From an optimization exercise on the open Yosys and OpenROAD flow, aimed at small area; shortcuts taken in it are not production practice. The RTL was checked by simulation tests, not by an equivalence proof against the original design. Power is estimated from default activity; no workload was simulated.

Setup of JK:
## e1AlarmTop
module e1AlarmTop
(
  input  logic        Ck_77,
  input  logic        Rs,
  input  logic        req_cs,
  input  logic        req_wr,
  input  logic [3:0]  req_addr,
  input  logic [31:0] req_wdata,
  input  logic        sel_i,       
  input  logic [41:0] los_i,
  input  logic [41:0] tsfA_i,
  input  logic [41:0] tsfB_i,
  input  logic [20:0] rep_i,       
  input  logic [8:0]  staA_i,
  input  logic [8:0]  staB_i,
  output logic        rsp_ack,
  output logic [31:0] rsp_rdata,
  output logic [4:0]  ctrlA_o,
  output logic [4:0]  ctrlB_o
);
clock: 10.0 ns
lec_check: 0
cap_margin: 20
core_margin: 2
core_utilization: 75
slew_margin: 20
standard.sh (not shown) runs the stock make flow with config.mk's settings and CLKGATE_MAP_FILE= SYNTH_SCRIPT=/design/flow/synth_recipe.tcl, a recipe that flattens the netlist after the stock synthesis.
==> flow/flow/run.sh <==
#!/bin/bash
# Standard ORFS layout (the standard.sh) with three changes:
#  - synthesis maps logic with an area-oriented ABC script (flow/abc_area.script) in place of
#    ORFS's delay-oriented one; the registers are mapped before ABC runs, so they are the same
#  - port buffers use the smallest buffer
#  - the clock tree uses clkbuf_8 on larger sink clusters, without dummy balancing loads
set -euo pipefail
cd "$(dirname "$0")/.."
rm -rf scripts_mod
cp -r "$FLOW_HOME/scripts" scripts_mod
cp flow/abc_area.script scripts_mod/abc_speed.script
export SCRIPTS_DIR="$PWD/scripts_mod"
export BUFFER_PORTS_ARGS="-buffer_cell sky130_fd_sc_hd__buf_1"
export CTS_ARGS="-sink_clustering_enable -repair_clock_nets -dont_use_dummy_load -buf_list {sky130_fd_sc_hd__clkbuf_8} -sink_clustering_size 18 -sink_clustering_max_diameter 60"
bash standard.sh > flow_make.log 2>&1
==> flow/flow/abc_area.script <==
&get -n
&st
&dch
&nf -R 1000 -p -C 32 -F 10
&put
The inputs of MS differ from those of JK as listed below.
==> flow/flow/run.sh <==
#!/bin/bash
# Standard ORFS layout (the standard.sh) with three changes:
#  - synthesis maps logic with an area-oriented ABC script (flow/abc_area.script) in place of
#    ORFS's delay-oriented one; the registers are mapped before ABC runs, so they are the same
#  - port buffers use the smallest buffer
#  - the clock tree uses clkbuf_8 on larger sink clusters under a clkbuf_4 root, without dummy
#    balancing loads
set -euo pipefail
cd "$(dirname "$0")/.."
rm -rf scripts_mod
cp -r "$FLOW_HOME/scripts" scripts_mod
cp flow/abc_area.script scripts_mod/abc_speed.script
export SCRIPTS_DIR="$PWD/scripts_mod"
export BUFFER_PORTS_ARGS="-buffer_cell sky130_fd_sc_hd__buf_1"
export CTS_ARGS="-sink_clustering_enable -repair_clock_nets -dont_use_dummy_load -buf_list {sky130_fd_sc_hd__clkbuf_8} -root_buf sky130_fd_sc_hd__clkbuf_4 -sink_clustering_size 18 -sink_clustering_max_diameter 60"
export RECOVER_POWER=100
bash standard.sh > flow_make.log 2>&1
==> flow/flow/abc_area.script <==
&get -n
&st
&b
&dch
&nf -R 1000 -p -C 32 -F 10
&st
&b
&dch
&nf -R 1000 -p -C 32 -F 10
&put
Findings:
MS finished all stages; however, its layout fails the closing checks, the failures being max-capacitance violations, max-slew violations.
Compare JK and MS | global routing usage summed across all routing layers higher: MS
The higher sequential share of power came out of MS.
On global-route met1 utilization: between JK and MS, it ends up lower for JK.
Compared to JK, MS shows a narrower setup margin.
MS vs JK: non-clock inverter instance count of the final layout up in MS
> inputs changed (MS -> AL)
diff --git a/flow/flow/run.sh b/flow/flow/run.sh
--- a/flow/flow/run.sh
+++ b/flow/flow/run.sh
@@ -14,4 +14,3 @@
 export BUFFER_PORTS_ARGS="-buffer_cell sky130_fd_sc_hd__buf_1"
 export CTS_ARGS="-sink_clustering_enable -repair_clock_nets -dont_use_dummy_load -buf_list {sky130_fd_sc_hd__clkbuf_8} -root_buf sky130_fd_sc_hd__clkbuf_4 -sink_clustering_size 18 -sink_clustering_max_diameter 60"
-export RECOVER_POWER=100
 bash standard.sh > flow_make.log 2>&1
==> flow/flow/abc_area.script <==
&get -n
&st
&dch
&nf -R 1000 -p -C 32 -F 10
&put
Findings:
Of MS and AL, only AL finishes the flow clean. From the logs: MS reached the end of the flow and failed the layout checks with max-capacitance violations, max-slew violations. [AL] number of global-route vias before repair rose 177 relative to MS. Compared with MS, AL shows global-route usage lower by 2.7 points. Worst hold margin: MS and AL compared, higher one is AL. [compare] base=MS new=AL: cell area increased by 160 um2 relative to the old numbers; cell count ~0 delta; area after synthesis went up.

## afterwards: timing with drivers on the ports
In the flow no input, the clock included, has a driving cell. The finished layouts below were timed again as built, in two steps. Step 1, drivers: a clkbuf_16 drives Ck_77 and a buf_2 each remaining input, both assumed. Step 2 also shifts input and output timing later by t, the mid clock arrival at the registers, as if the neighbouring blocks saw the same clock. Slacks: ideal ports / drivers / drivers and shift; pairs: ideal ports / drivers.
run	t, ns	setup WS [ns]	slew at the worst register clock pin (ns)	pins driven straight from the clock port
JK	0.622	5.668 / 5.675 / 5.053	0.11 / 0.11	1
MS	0.793	3.534 / 3.556 / 2.763	0.12 / 0.12	1
AL	0.772	5.772 / 5.782 / 5.010	0.11 / 0.11	1
The setup slack of MS, which loses most, moves by +0.022 ns with the drivers and by -0.771 ns with both steps.
